What follows belongs to an exercise in optimizing a design on an open flow for small area, a short achievable clock period and few clock cycles; a production flow would make more cautious choices. Function was checked by simulation only, so behaviour that the tests miss may differ from the original. Power is estimated from default activity; no workload was simulated.

==> build 67: inputs <==
// riscv_core
module riscv_core (
    input  logic                clk,
    input  logic                rst,
    output logic [32-1:0] imem_addr,
    input  logic [31:0]         imem_data,
    output logic                wb_cyc,
    output logic                wb_stb,
    output logic                wb_we,
    output logic [32-1:0] wb_adr,
    output logic [32-1:0] wb_dat_o,
    input  logic [32-1:0] wb_dat_i,
    input  logic                wb_ack
);
    function automatic logic [31:0] ks_addc(input logic [31:0] a, input logic [31:0] b,
                                            input logic ci);
        logic [31:0] p, g, gp, pp, gn, pn;
        p  = a ^ b;
        g  = a & b;
        g[0] = g[0] | (p[0] & ci);
        gp = g;
        pp = p;
        for (int d = 1; d < 32; d = d * 2) begin
            for (int i = 0; i < 32; i++) begin
                if (i >= d) begin
                    gn[i] = gp[i] | (pp[i] & gp[i-d]);
                    pn[i] = pp[i] & pp[i-d];
                end else begin
                    gn[i] = gp[i];
                    pn[i] = pp[i];
                end
            end
            gp = gn;
            pp = pn;
        end
        ks_addc = p ^ {gp[30:0], ci};
    endfunction
    function automatic logic [31:0] ks_add(input logic [31:0] a, input logic [31:0] b);
        ks_add = ks_addc(a, b, 1'b0);
    endfunction
    function automatic logic lt_u(input logic [31:0] a, input logic [31:0] b);
        logic [31:0] l, e;
        l = ~a & b;
        e = ~(a ^ b);
        for (int w = 1; w < 32; w = w * 2) begin
            for (int i = 0; i < 32; i = i + 2 * w) begin
                l[i] = l[i+w] | (e[i+w] & l[i]);
                e[i] = e[i+w] & e[i];
            end
        end
        lt_u = l[0];
    endfunction
    logic [31:0] fpc;         
  ...
==> flow/config.mk <==
export PLATFORM = sky130hd
export DESIGN_NAME = riscv_core
export DESIGN_NICKNAME = riscv_core
export VERILOG_FILES = /design/flow/design.v
export SDC_FILE = /design/flow/constraint.sdc
export NUM_CORES = 4
export LEC_CHECK = 0
export CAP_MARGIN = 20
export CORE_MARGIN = 2
export CORE_UTILIZATION = 40
export SLEW_MARGIN = 20
==> flow/constraint.sdc <==
create_clock -name core_clock -period 12.0 [get_ports {clk}]
set_input_delay 2.4000 -clock core_clock [delete_from_list [all_inputs] [get_ports {clk}]]
set_output_delay 2.4000 -clock core_clock [all_outputs]
set_load 0.01 [all_outputs]
standard.sh (not shown) runs the stock make flow with config.mk's settings and CLKGATE_MAP_FILE= SYNTH_SCRIPT=/design/flow/synth_recipe.tcl, a recipe that flattens the netlist after the stock synthesis.
==> flow/flow/run.sh <==
#!/bin/bash
set -euo pipefail
bash standard.sh \
    SETUP_SLACK_MARGIN=8 \
    MATCH_CELL_FOOTPRINT=0 \
    "BUFFER_PORTS_ARGS=-buffer_cell sky130_fd_sc_hd__buf_4" \
    finish > flow_make.log 2>&1
==> build 23: changes against build 67 <==
--- a/flow/design.v
+++ b/flow/design.v
@@ -137,29 +137,33 @@
     logic        e_sel_add, e_sel_b, e_sel_sub, e_sel_slt, e_sel_sltu;
     logic        e_sel_xor, e_sel_or, e_sel_and, e_sel_sh, e_sh_left, e_sh_arith, e_sel_link;
     logic [31:0] m_val;       
     logic [31:0] m_dat;       
     logic [4:0]  m_rd;
     logic        m_wen, m_load, m_store;
-    logic        m_mem, stall, rf_we;
-    logic [31:0] m_res;
+    logic        m_mem, stall, rf_we, e_early, e_go;
+    logic [4:0]  rf_waddr;
+    logic [31:0] m_res, rf_wdata;
     assign m_mem  = m_load | m_store;
     assign stall  = m_mem & !wb_ack;
     assign m_res  = m_load ? wb_dat_i : m_val;
-    assign rf_we  = m_wen & (!m_load | wb_ack);
+    assign e_early  = m_store & !wb_ack & !(e_load | e_store);
+    assign e_go     = !stall | e_early;
+    assign rf_we    = m_store ? (e_early & e_wen) : (m_wen & (!m_load | wb_ack));
+    assign rf_waddr = m_store ? e_rd : m_rd;
+    assign rf_wdata = m_store ? res : m_res;
     assign wb_cyc   = m_mem;
     assign wb_stb   = m_mem;
     assign wb_we    = m_store;
     assign wb_adr   = m_val;
     assign wb_dat_o = m_dat;
-    logic [31:0] sum, diff, res;
+    logic [31:0] sum, res;
     logic        eq, lt, ltu, cond, mispredict;
     logic [31:0] redirect;
     logic [31:0] sh_in, sh_out, sh_rev;
-    assign sum  = ks_add(e_a, e_b);
-    assign diff = ks_addc(e_a, ~e_b, 1'b1);
+    assign sum  = ks_addc(e_a, e_b, e_sel_sub);
     assign eq   = (e_a == e_b);
     assign ltu  = lt_u(e_a, e_b);
     assign lt   = (e_a[31] ^ e_b[31]) ? e_a[31] : ltu;
     assign cond = (e_beq & eq) | (e_bne & !eq) | (e_blt & lt) | (e_bge & !lt) |
                   (e_bltu & ltu) | (e_bgeu & !ltu);
     assign mispredict = e_jalr | (e_br & (cond != e_pred));
@@ -173,13 +177,12 @@
     assign sh_out = sh_shr[31:0];
     always_comb begin
         for (int i = 0; i < 32; i++) sh_rev[i] = e_sh_left ? sh_out[31-i] : sh_out[i];
     end
     assign res = ({32{e_sel_add}}  & sum) |
                  ({32{e_sel_b}}    & e_b) |
-                 ({32{e_sel_sub}}  & diff) |
                  ({32{e_sel_slt}}  & {31'b0, lt}) |
                  ({32{e_sel_sltu}} & {31'b0, ltu}) |
                  ({32{e_sel_xor}}  & (e_a ^ e_b)) |
                  ({32{e_sel_or}}   & (e_a | e_b)) |
                  ({32{e_sel_and}}  & (e_a & e_b)) |
                  ({32{e_sel_sh}}   & sh_rev) |
@@ -223,39 +226,44 @@
     assign pc4      = fpc + 32'd4;
     assign tgt_b    = ks_add(fpc, imm_b);
     assign tgt_j    = ks_add(fpc, imm_j);
     assign pred     = is_br & ins[31];
     assign fpc_pred = is_jal ? tgt_j : pred ? tgt_b : pc4;
     reg_file u_rf (
-        .clk(clk), .rs1(rs1), .rs2(rs2), .rd(m_rd),
-        .wdata(m_res), .we(rf_we), .rdata1(rf_rd1), .rdata2(rf_rd2)
+        .clk(clk), .rs1(rs1), .rs2(rs2), .rd(rf_waddr),
+        .wdata(rf_wdata), .we(rf_we), .rdata1(rf_rd1), .rdata2(rf_rd2)
     );
     assign fe1     = e_wen && (e_rd == rs1);
     assign fe2     = e_wen && (e_rd == rs2);
     assign fm1     = m_wen && (m_rd == rs1);
     assign fm2     = m_wen && (m_rd == rs2);
     assign rs1_val = fe1 ? res : fm1 ? m_res : rf_rd1;
     assign rs2_val = fe2 ? res : fm2 ? m_res : rf_rd2;
     assign hazard = e_load && e_wen &&
                     ((use_rs1 && e_rd == rs1) || (use_rs2 && e_rd == rs2));
     always_ff @(posedge clk or posedge rst) begin
         if (rst) begin
-            fpc     <= 32'h0000_0000;
-            e_wen   <= 1'b0;
-            e_load  <= 1'b0;
-            e_store <= 1'b0;
-            e_jalr  <= 1'b0;
-            e_br    <= 1'b0;
-            e_pred  <= 1'b0;
             m_wen   <= 1'b0;
             m_load  <= 1'b0;
             m_store <= 1'b0;
         end else if (!stall) begin
             m_wen   <= e_wen;
             m_load  <= e_load;
             m_store <= e_store;
+        end
+    end
+    always_ff @(posedge clk or posedge rst) begin
+        if (rst) begin
+            fpc     <= 32'h0000_0000;
+            e_wen   <= 1'b0;
+            e_load  <= 1'b0;
+            e_store <= 1'b0;
+            e_jalr  <= 1'b0;
+            e_br    <= 1'b0;
+            e_pred  <= 1'b0;
+        end else if (e_go) begin
             if (mispredict) begin
                 fpc <= redirect;
             end else if (!hazard) begin
                 fpc <= fpc_pred;
             end
             if (mispredict || hazard) begin
@@ -275,30 +283,35 @@
                 e_pred  <= pred;
             end
         end
     end
     always_ff @(posedge clk) begin
         if (!stall) begin
-            m_val      <= (e_load || e_store) ? sum : res;
+            m_val      <= res;
             m_dat      <= e_t;
             m_rd       <= e_rd;
+        end
+    end
+    always_ff @(posedge clk) begin
+        if (e_go) begin
             e_a        <= rs1_val;
-            e_b        <= (is_op || is_br) ? rs2_val :
+            e_b        <= (alu_rr && f3 == 3'b000 && f7b5) ? ~rs2_val :
+                          (is_op || is_br) ? rs2_val :
                           is_store         ? imm_s   :
                           is_lui           ? imm_u   : imm_i;
             e_t        <= rs2_val;
             e_alt      <= (is_br && !pred) ? tgt_b : pc4;
             e_rd       <= rd;
             e_shamt    <= is_op ? rs2_val[4:0] : ins[24:20];
             e_beq      <= (f3 == 3'b000);
             e_bne      <= (f3 == 3'b001);
             e_blt      <= (f3 == 3'b100);
             e_bge      <= (f3 == 3'b101);
             e_bltu     <= (f3 == 3'b110);
             e_bgeu     <= (f3 == 3'b111);
-            e_sel_add  <= alu_any && f3 == 3'b000 && !(alu_rr && f7b5);
+            e_sel_add  <= (alu_any && f3 == 3'b000) || is_load || is_store;
             e_sel_b    <= is_lui;
             e_sel_sub  <= alu_rr && f3 == 3'b000 && f7b5;
             e_sel_slt  <= alu_any && (f3 == 3'b010);
             e_sel_sltu <= alu_any && (f3 == 3'b011);
             e_sel_xor  <= alu_any && (f3 == 3'b100);
             e_sel_or   <= alu_any && (f3 == 3'b110);
- PLACE_DENSITY: not set -> 0.5
==> notes <==
Between build 23 and build 67, the lower clock-buffer cell count is in build 67 (gap 9). Between build 23 and build 67, the lower global-route usage is in build 67 (gap 4.2 points). Power: build 23 is smaller than build 67 (about 2.7%). Of build 67 and build 23, build 23 has the higher clock power (gap about 6%, measured against build 23). Critical path depth: build 67 is lower than build 23 (2). First-iteration DRC count: build 23 is smaller than build 67 (4.7%). Of build 67 and build 23, build 23 has the higher clock skew (gap 0.017 ns). Sequential power: build 23 is lower than build 67 (about 1%). Against build 67, the setup slack of build 23 is higher by 0.13 ns.
Testbench counts of build 67, summed over its fixed seeds: cycles 22,798.
Testbench counts of build 23, summed over its fixed seeds: cycles 22,321.

---

==> inputs of lagoon <==
==> flow/design.v <==
package rv_pkg;
    typedef enum logic [7-1:0] {
        OP_REG    = 7'b0110011,
        OP_IMM    = 7'b0010011,
        OP_LOAD   = 7'b0000011,
        OP_STORE  = 7'b0100011,
        OP_BRANCH = 7'b1100011,
        OP_JAL    = 7'b1101111,
        OP_JALR   = 7'b1100111,
        OP_LUI    = 7'b0110111
    } opcode_t;
    typedef enum logic [3:0] {
        ALU_ADD  = 4'b0000,
        ALU_SUB  = 4'b0001,
        ALU_AND  = 4'b0010,
        ALU_OR   = 4'b0011,
        ALU_XOR  = 4'b0100,
        ALU_SLL  = 4'b0101,
        ALU_SRL  = 4'b0110,
        ALU_SRA  = 4'b0111,
        ALU_SLT  = 4'b1000,
        ALU_SLTU = 4'b1001,
        ALU_BEQ  = 4'b1010,    
        ALU_BNE  = 4'b1011,
        ALU_BLT  = 4'b1100,
        ALU_BGE  = 4'b1101,
        ALU_BLTU = 4'b1110,
        ALU_BGEU = 4'b1111
    } alu_op_t;
    typedef enum logic [1:0] {
        WB_ALU = 2'd0,
        WB_MEM = 2'd1,
        WB_PC4 = 2'd2         
    } wb_src_t;
    typedef enum logic [1:0] {
        LSU_IDLE = 2'd0,
        LSU_WAIT = 2'd1,
        LSU_DONE = 2'd2
    } lsu_state_t;
endpackage
`timescale 1ns/1ns
module reg_file (
    input  logic                      clk,
    input  logic [5-1:0] rs1,
    input  logic [5-1:0] rs2,
    input  logic                      zero_rs1,
    input  logic [5-1:0] rd,
    input  logic [32-1:0]       wdata,
    input  logic                      we,
    output logic [32-1:0]       rdata1,
    output logic [32-1:0]       rdata2
);
    logic [32-1:1][32-1:0] regs;
    logic [32-1:1]               sel1, sel2, wsel;
    always_comb begin
        for (int i = 1; i < 32; i++) begin
            sel1[i] = (rs1 == 5'(i)) && !zero_rs1;
            sel2[i] = (rs2 == 5'(i));
            wsel[i] = (rd == 5'(i)) && we;
        end
    end
    always_comb begin
        rdata1 = '0;
        rdata2 = '0;
        for (int i = 1; i < 32; i++) begin
            rdata1 = rdata1 | (regs[i] & {32{sel1[i]}});
            rdata2 = rdata2 | (regs[i] & {32{sel2[i]}});
        end
    end
    always_ff @(posedge clk) begin
        for (int i = 1; i < 32; i++) begin
            if (wsel[i]) regs[i] <= wdata;
        end
    end
endmodule
`timescale 1ns/1ns
module riscv_core (
    input  logic                clk,
    input  logic                rst,
    output logic [32-1:0] imem_addr,
    input  logic [31:0]         imem_data,
    output logic                wb_cyc,
    output logic                wb_stb,
    output logic                wb_we,
    output logic [32-1:0] wb_adr,
    output logic [32-1:0] wb_dat_o,
    input  logic [32-1:0] wb_dat_i,
    input  logic                wb_ack
);
    logic [31:0] seq_pc;      
    logic [31:0] e_a;         
    logic [31:0] e_b;         
    logic [31:0] e_t;         
    logic [4:0]  e_rd;
    logic        e_wen;       
    logic        e_load, e_store;
    logic        e_jal, e_jalr;
    logic        e_beq, e_bne, e_blt, e_bge, e_bltu, e_bgeu;
    logic        e_inv;       
    logic        e_sel_sum, e_sel_slt, e_sel_sltu, e_sel_xor, e_sel_or, e_sel_and;
    logic        e_sel_sh, e_sh_left, e_sh_arith, e_sel_link;
    logic [32:0] sum33;
    logic [31:0] sum, b_x;
    logic        eq, lt, ltu, cond, take;
    logic [31:0] sh_in, sh_out, sh_rev;
    logic [31:0] res;
    logic        mem, adv, rf_we;
    assign b_x   = e_b ^ {32{e_inv}};
    assign sum33 = {1'b0, e_a} + {1'b0, b_x} + {32'b0, e_inv};
    assign sum   = sum33[31:0];
    assign eq    = (e_a == e_b);
    assign ltu   = !sum33[32];
    assign lt    = (e_a[31] ^ e_b[31]) ? e_a[31] : sum[31];
    assign cond = (e_beq & eq) | (e_bne & !eq) | (e_blt & lt) | (e_bge & !lt) |
                  (e_bltu & ltu) | (e_bgeu & !ltu);
    assign take = e_jal | e_jalr | cond;
    always_comb begin
        for (int i = 0; i < 32; i++) sh_in[i] = e_sh_left ? e_a[31-i] : e_a[i];
    end
    logic signed [32:0] sh_ext, sh_shr;
    assign sh_ext = {e_sh_arith & e_a[31], sh_in};
    assign sh_shr = sh_ext >>> e_b[4:0];
    assign sh_out = sh_shr[31:0];
    always_comb begin
        for (int i = 0; i < 32; i++) sh_rev[i] = e_sh_left ? sh_out[31-i] : sh_out[i];
    end
    assign res = ({32{e_sel_sum}}  & sum) |
                 ({32{e_sel_slt}}  & {31'b0, lt}) |
                 ({32{e_sel_sltu}} & {31'b0, ltu}) |
                 ({32{e_sel_xor}}  & (e_a ^ e_b)) |
                 ({32{e_sel_or}}   & (e_a | e_b)) |
                 ({32{e_sel_and}}  & (e_a & e_b)) |
                 ({32{e_sel_sh}}   & sh_rev) |
                 ({32{e_sel_link}} & seq_pc) |
                 ({32{e_load}}     & wb_dat_i);
    assign mem   = e_load | e_store;
    assign adv   = !mem || wb_ack;
    assign rf_we = e_wen && (!e_load || wb_ack);
    assign wb_cyc   = mem;
    assign wb_stb   = mem;
    assign wb_we    = e_store;
    assign wb_adr   = sum;
    assign wb_dat_o = e_t;
    assign imem_addr = take ? (e_jalr ? {sum[31:1], 1'b0} : e_t) : seq_pc;
    logic [31:0] ins;
    logic [6:0]  op;
    logic [2:0]  f3;
    logic        f7b5;
    logic [4:0]  rs1, rs2, rd;
    logic        is_op, is_opimm, is_load, is_store, is_br, is_jal, is_jalr, is_lui;
    logic [31:0] imm_i, imm_s, imm_u, imm_b, imm_j;
    logic [31:0] rf_rd1, rf_rd2, rs1_val, rs2_val;
    logic        fwd1, fwd2;
    assign ins  = imem_data;
    assign op   = ins[6:0];
    assign f3   = ins[14:12];
    assign f7b5 = ins[30];
    assign rs1  = ins[19:15];
    assign rs2  = ins[24:20];
    assign rd   = ins[11:7];
    assign is_op    = (op == 7'b0110011);
    assign is_opimm = (op == 7'b0010011);
    assign is_load  = (op == 7'b0000011);
    assign is_store = (op == 7'b0100011);
    assign is_br    = (op == 7'b1100011);
    assign is_jal   = (op == 7'b1101111);
    assign is_jalr  = (op == 7'b1100111);
    assign is_lui   = (op == 7'b0110111);
    assign imm_i = {{20{ins[31]}}, ins[31:20]};
    assign imm_s = {{20{ins[31]}}, ins[31:25], ins[11:7]};
    assign imm_u = {ins[31:12], 12'b0};
    assign imm_b = {{20{ins[31]}}, ins[7], ins[30:25], ins[11:8], 1'b0};
    assign imm_j = {{12{ins[31]}}, ins[19:12], ins[20], ins[30:21], 1'b0};
    reg_file u_rf (
        .clk(clk), .rs1(rs1), .rs2(rs2), .zero_rs1(is_lui), .rd(e_rd),
        .wdata(res), .we(rf_we), .rdata1(rf_rd1), .rdata2(rf_rd2)
    );
    assign fwd1    = e_wen && (e_rd == rs1) && !is_lui;
    assign fwd2    = e_wen && (e_rd == rs2);
    assign rs1_val = fwd1 ? res : rf_rd1;
    assign rs2_val = fwd2 ? res : rf_rd2;
    logic alu_rr, alu_ri, alu_any;
    assign alu_rr  = is_op;
    assign alu_ri  = is_opimm;
    assign alu_any = is_op | is_opimm;
    always_ff @(posedge clk or posedge rst) begin
        if (rst) begin
            seq_pc     <= 32'h0000_0000;
            e_wen      <= 1'b0;
            e_load     <= 1'b0;
            e_store    <= 1'b0;
            e_jal      <= 1'b0;
            e_jalr     <= 1'b0;
            e_beq      <= 1'b0;
            e_bne      <= 1'b0;
            e_blt      <= 1'b0;
            e_bge      <= 1'b0;
            e_bltu     <= 1'b0;
            e_bgeu     <= 1'b0;
        end else if (adv) begin
            seq_pc     <= imem_addr + 32'd4;
            e_wen      <= (rd != 5'd0) &&
                          (is_op || is_opimm || is_load || is_jal || is_jalr || is_lui);
            e_load     <= is_load;
            e_store    <= is_store;
            e_jal      <= is_jal;
            e_jalr     <= is_jalr;
            e_beq      <= is_br && (f3 == 3'b000);
            e_bne      <= is_br && (f3 == 3'b001);
            e_blt      <= is_br && (f3 == 3'b100);
            e_bge      <= is_br && (f3 == 3'b101);
            e_bltu     <= is_br && (f3 == 3'b110);
            e_bgeu     <= is_br && (f3 == 3'b111);
        end
    end
    always_ff @(posedge clk) begin
        if (adv) begin
            e_a        <= rs1_val;
            e_b        <= (is_op || is_br) ? rs2_val :
                          is_store         ? imm_s   :
                          is_lui           ? imm_u   : imm_i;
            e_t        <= is_store ? rs2_val : imem_addr + (is_jal ? imm_j : imm_b);
            e_rd       <= rd;
            e_inv      <= (alu_rr && f3 == 3'b000 && f7b5) ||
                          (alu_any && (f3 == 3'b010 || f3 == 3'b011)) || is_br;
            e_sel_sum  <= (alu_any && f3 == 3'b000) || is_lui;
            e_sel_slt  <= alu_any && (f3 == 3'b010);
            e_sel_sltu <= alu_any && (f3 == 3'b011);
            e_sel_xor  <= alu_any && (f3 == 3'b100);
            e_sel_or   <= alu_any && (f3 == 3'b110);
            e_sel_and  <= alu_any && (f3 == 3'b111);
            e_sel_sh   <= alu_any && (f3 == 3'b001 || f3 == 3'b101);
            e_sh_left  <= (f3 == 3'b001);
            e_sh_arith <= f7b5;
            e_sel_link <= is_jal || is_jalr;
        end
    end
endmodule
==> flow/run.sh <==
#!/bin/bash
# synth_recipe.tcl (not shown) runs the flow's synth.tcl, then flattens the netlist and writes it again
# the make line also repeats each setting of config.mk as NAME=value (left out here)
make -C /OpenROAD-flow-scripts/flow DESIGN_CONFIG=/design/flow/config.mk WORK_HOME=/design/flow/orfs CLKGATE_MAP_FILE= SYNTH_SCRIPT=/design/flow/synth_recipe.tcl finish
==> flow/config.mk <==
export PLATFORM = sky130hd
export DESIGN_NAME = riscv_core
export DESIGN_NICKNAME = riscv_core
export VERILOG_FILES = /design/flow/design.v
export SDC_FILE = /design/flow/constraint.sdc
export NUM_CORES = 4
export LEC_CHECK = 0
export CAP_MARGIN = 20
export CORE_MARGIN = 2
export CORE_UTILIZATION = 40
export SETUP_SLACK_MARGIN = 5
export SLEW_MARGIN = 20
==> flow/constraint.sdc <==
create_clock -name core_clock -period 12.0 [get_ports {clk}]
set_input_delay 2.4000 -clock core_clock [delete_from_list [all_inputs] [get_ports {clk}]]
set_output_delay 2.4000 -clock core_clock [all_outputs]
set_load 0.01 [all_outputs]
==> inputs of sierra, as changes to lagoon <==
--- a/flow/design.v
+++ b/flow/design.v
@@ -43,7 +43,6 @@
     input  logic                      clk,
     input  logic [5-1:0] rs1,
     input  logic [5-1:0] rs2,
-    input  logic                      zero_rs1,
     input  logic [5-1:0] rd,
     input  logic [32-1:0]       wdata,
     input  logic                      we,
@@ -54,7 +53,7 @@
     logic [32-1:1]               sel1, sel2, wsel;
     always_comb begin
         for (int i = 1; i < 32; i++) begin
-            sel1[i] = (rs1 == 5'(i)) && !zero_rs1;
+            sel1[i] = (rs1 == 5'(i));
             sel2[i] = (rs2 == 5'(i));
             wsel[i] = (rd == 5'(i)) && we;
         end
@@ -87,7 +86,7 @@
     input  logic [32-1:0] wb_dat_i,
     input  logic                wb_ack
 );
-    logic [31:0] seq_pc;      
+    logic [31:0] pc_e;        
     logic [31:0] e_a;         
     logic [31:0] e_b;         
     logic [31:0] e_t;         
@@ -96,21 +95,53 @@
     logic        e_load, e_store;
     logic        e_jal, e_jalr;
     logic        e_beq, e_bne, e_blt, e_bge, e_bltu, e_bgeu;
-    logic        e_inv;       
-    logic        e_sel_sum, e_sel_slt, e_sel_sltu, e_sel_xor, e_sel_or, e_sel_and;
+    logic        e_sel_add, e_sel_b, e_sel_sub, e_sel_slt, e_sel_sltu, e_sel_xor, e_sel_or, e_sel_and;
     logic        e_sel_sh, e_sh_left, e_sh_arith, e_sel_link;
-    logic [32:0] sum33;
-    logic [31:0] sum, b_x;
+    logic [31:0] sum, diff, link, btgt;
     logic        eq, lt, ltu, cond, take;
     logic [31:0] sh_in, sh_out, sh_rev;
     logic [31:0] res;
     logic        mem, adv, rf_we;
-    assign b_x   = e_b ^ {32{e_inv}};
-    assign sum33 = {1'b0, e_a} + {1'b0, b_x} + {32'b0, e_inv};
-    assign sum   = sum33[31:0];
-    assign eq    = (e_a == e_b);
-    assign ltu   = !sum33[32];
-    assign lt    = (e_a[31] ^ e_b[31]) ? e_a[31] : sum[31];
+    function automatic logic [31:0] ks_add(input logic [31:0] a, input logic [31:0] b);
+        logic [31:0] p, g, gp, pp, gn, pn;
+        p  = a ^ b;
+        g  = a & b;
+        gp = g;
+        pp = p;
+        for (int d = 1; d < 32; d = d * 2) begin
+            for (int i = 0; i < 32; i++) begin
+                if (i >= d) begin
+                    gn[i] = gp[i] | (pp[i] & gp[i-d]);
+                    pn[i] = pp[i] & pp[i-d];
+                end else begin
+                    gn[i] = gp[i];
+                    pn[i] = pp[i];
+                end
+            end
+            gp = gn;
+            pp = pn;
+        end
+        ks_add = p ^ {gp[30:0], 1'b0};
+    endfunction
+    function automatic logic lt_u(input logic [31:0] a, input logic [31:0] b);
+        logic [31:0] l, e;
+        l = ~a & b;
+        e = ~(a ^ b);
+        for (int w = 1; w < 32; w = w * 2) begin
+            for (int i = 0; i < 32; i = i + 2 * w) begin
+                l[i] = l[i+w] | (e[i+w] & l[i]);
+                e[i] = e[i+w] & e[i];
+            end
+        end
+        lt_u = l[0];
+    endfunction
+    assign sum    = ks_add(e_a, e_b);
+    assign diff   = e_a - e_b;
+    assign eq     = (e_a == e_b);
+    assign ltu    = lt_u(e_a, e_b);
+    assign lt     = (e_a[31] ^ e_b[31]) ? e_a[31] : ltu;
+    assign link   = pc_e + 32'd4;
+    assign btgt   = ks_add(pc_e, e_t);
     assign cond = (e_beq & eq) | (e_bne & !eq) | (e_blt & lt) | (e_bge & !lt) |
                   (e_bltu & ltu) | (e_bgeu & !ltu);
     assign take = e_jal | e_jalr | cond;
@@ -124,14 +155,16 @@
     always_comb begin
         for (int i = 0; i < 32; i++) sh_rev[i] = e_sh_left ? sh_out[31-i] : sh_out[i];
     end
-    assign res = ({32{e_sel_sum}}  & sum) |
+    assign res = ({32{e_sel_add}}  & sum) |
+                 ({32{e_sel_b}}    & e_b) |
+                 ({32{e_sel_sub}}  & diff) |
                  ({32{e_sel_slt}}  & {31'b0, lt}) |
                  ({32{e_sel_sltu}} & {31'b0, ltu}) |
                  ({32{e_sel_xor}}  & (e_a ^ e_b)) |
                  ({32{e_sel_or}}   & (e_a | e_b)) |
                  ({32{e_sel_and}}  & (e_a & e_b)) |
                  ({32{e_sel_sh}}   & sh_rev) |
-                 ({32{e_sel_link}} & seq_pc) |
+                 ({32{e_sel_link}} & link) |
                  ({32{e_load}}     & wb_dat_i);
     assign mem   = e_load | e_store;
     assign adv   = !mem || wb_ack;
@@ -141,7 +174,7 @@
     assign wb_we    = e_store;
     assign wb_adr   = sum;
     assign wb_dat_o = e_t;
-    assign imem_addr = take ? (e_jalr ? {sum[31:1], 1'b0} : e_t) : seq_pc;
+    assign imem_addr = !take ? link : e_jalr ? {sum[31:1], 1'b0} : btgt;
     logic [31:0] ins;
     logic [6:0]  op;
     logic [2:0]  f3;
@@ -172,10 +205,10 @@
     assign imm_b = {{20{ins[31]}}, ins[7], ins[30:25], ins[11:8], 1'b0};
     assign imm_j = {{12{ins[31]}}, ins[19:12], ins[20], ins[30:21], 1'b0};
     reg_file u_rf (
-        .clk(clk), .rs1(rs1), .rs2(rs2), .zero_rs1(is_lui), .rd(e_rd),
+        .clk(clk), .rs1(rs1), .rs2(rs2), .rd(e_rd),
         .wdata(res), .we(rf_we), .rdata1(rf_rd1), .rdata2(rf_rd2)
     );
-    assign fwd1    = e_wen && (e_rd == rs1) && !is_lui;
+    assign fwd1    = e_wen && (e_rd == rs1);
     assign fwd2    = e_wen && (e_rd == rs2);
     assign rs1_val = fwd1 ? res : rf_rd1;
     assign rs2_val = fwd2 ? res : rf_rd2;
@@ -185,7 +218,7 @@
     assign alu_any = is_op | is_opimm;
     always_ff @(posedge clk or posedge rst) begin
         if (rst) begin
-            seq_pc     <= 32'h0000_0000;
+            pc_e       <= 32'h0000_0000 - 32'd4;
             e_wen      <= 1'b0;
             e_load     <= 1'b0;
             e_store    <= 1'b0;
@@ -198,7 +231,7 @@
             e_bltu     <= 1'b0;
             e_bgeu     <= 1'b0;
         end else if (adv) begin
-            seq_pc     <= imem_addr + 32'd4;
+            pc_e       <= imem_addr;
             e_wen      <= (rd != 5'd0) &&
                           (is_op || is_opimm || is_load || is_jal || is_jalr || is_lui);
             e_load     <= is_load;
@@ -219,11 +252,11 @@
             e_b        <= (is_op || is_br) ? rs2_val :
                           is_store         ? imm_s   :
                           is_lui           ? imm_u   : imm_i;
-            e_t        <= is_store ? rs2_val : imem_addr + (is_jal ? imm_j : imm_b);
+            e_t        <= is_store ? rs2_val : is_jal ? imm_j : imm_b;
             e_rd       <= rd;
-            e_inv      <= (alu_rr && f3 == 3'b000 && f7b5) ||
-                          (alu_any && (f3 == 3'b010 || f3 == 3'b011)) || is_br;
-            e_sel_sum  <= (alu_any && f3 == 3'b000) || is_lui;
+            e_sel_add  <= alu_any && f3 == 3'b000 && !(alu_rr && f7b5);
+            e_sel_b    <= is_lui;
+            e_sel_sub  <= alu_rr && f3 == 3'b000 && f7b5;
             e_sel_slt  <= alu_any && (f3 == 3'b010);
             e_sel_sltu <= alu_any && (f3 == 3'b011);
             e_sel_xor  <= alu_any && (f3 == 3'b100);
==> flow/flow/run.sh (new file) <==
#!/bin/bash
set -euo pipefail
bash standard.sh \
    SETUP_SLACK_MARGIN=6 \
    MATCH_CELL_FOOTPRINT=0 \
    "BUFFER_PORTS_ARGS=-buffer_cell sky130_fd_sc_hd__buf_4" \
    finish > flow_make.log 2>&1
==> flow/standard.sh (new file) <==
#!/bin/bash
# synth_recipe.tcl (not shown) runs the flow's synth.tcl, then flattens the netlist and writes it again
# the make line also repeats each setting of config.mk as NAME=value (left out here)
make -C /OpenROAD-flow-scripts/flow DESIGN_CONFIG=/design/flow/config.mk WORK_HOME=/design/flow/orfs CLKGATE_MAP_FILE= SYNTH_SCRIPT=/design/flow/synth_recipe.tcl "${@:-finish}"
--- a/flow/config.mk
+++ b/flow/config.mk
@@ -8,5 +8,4 @@
 export CAP_MARGIN = 20
 export CORE_MARGIN = 2
 export CORE_UTILIZATION = 40
-export SETUP_SLACK_MARGIN = 5
 export SLEW_MARGIN = 20
removed: flow/run.sh
==> summary of the runs <==
Between sierra and lagoon, the lower global-route usage is in lagoon (gap 0.73 points). Critical path depth: sierra is higher than lagoon (3). Against sierra, the worst hold slack of lagoon is better by 0.044 ns. Between lagoon and sierra, the lower sequential power is in sierra (gap about 3%, measured against sierra). In lagoon the final cell count is lower than in sierra, by about 4%. Of sierra and lagoon, sierra has the higher wire length (gap 4.7%, measured against lagoon). In lagoon the via count is smaller than in sierra, by about 4%. Of sierra and lagoon, sierra has the higher synthesized area (gap 2.4%, measured against lagoon). Clock skew: lagoon is higher than sierra (0.019 ns).
Testbench counts of lagoon, summed over its fixed seeds: cycles 21,036.
Testbench counts of sierra, summed over its fixed seeds: cycles 21,036.

## afterwards: timing with drivers on the ports
Ports are ideal in the flow. The routed layouts listed here were re-timed in OpenROAD.
Step 1: set_driving_cell puts a clkbuf_16 on clk and a buf_2 on each other input, an assumption about the parent block.
Step 2 adds t to the input delays and takes it off the output delays; t is the mean of the earliest and latest rising clock arrival at the registers after step 1. Input paths then give back, and output paths get back, about the clock's delay inside the block.
a / b / c = ideal / step 1 / step 2; a / b = the first two.
| run | shift t [ns] | slack for setup (ns) | clock arrival spread, ns |
|---|---|---|---|
| build 67 | 0.886 | 7.395 / 7.287 / 6.401 | 0.046 / 0.046 |
| build 23 | 0.909 | 7.523 / 7.314 / 6.404 | 0.061 / 0.061 |
| lagoon | 0.825 | 4.948 / 4.871 / 4.300 | 0.096 / 0.096 |
| sierra | 0.834 | 5.481 / 5.403 / 5.129 | 0.077 / 0.077 |
After both steps setup and hold are still met in every run listed. The setup slack of build 23, which loses most, moves by -0.209 ns with the drivers and by -1.119 ns with both steps.
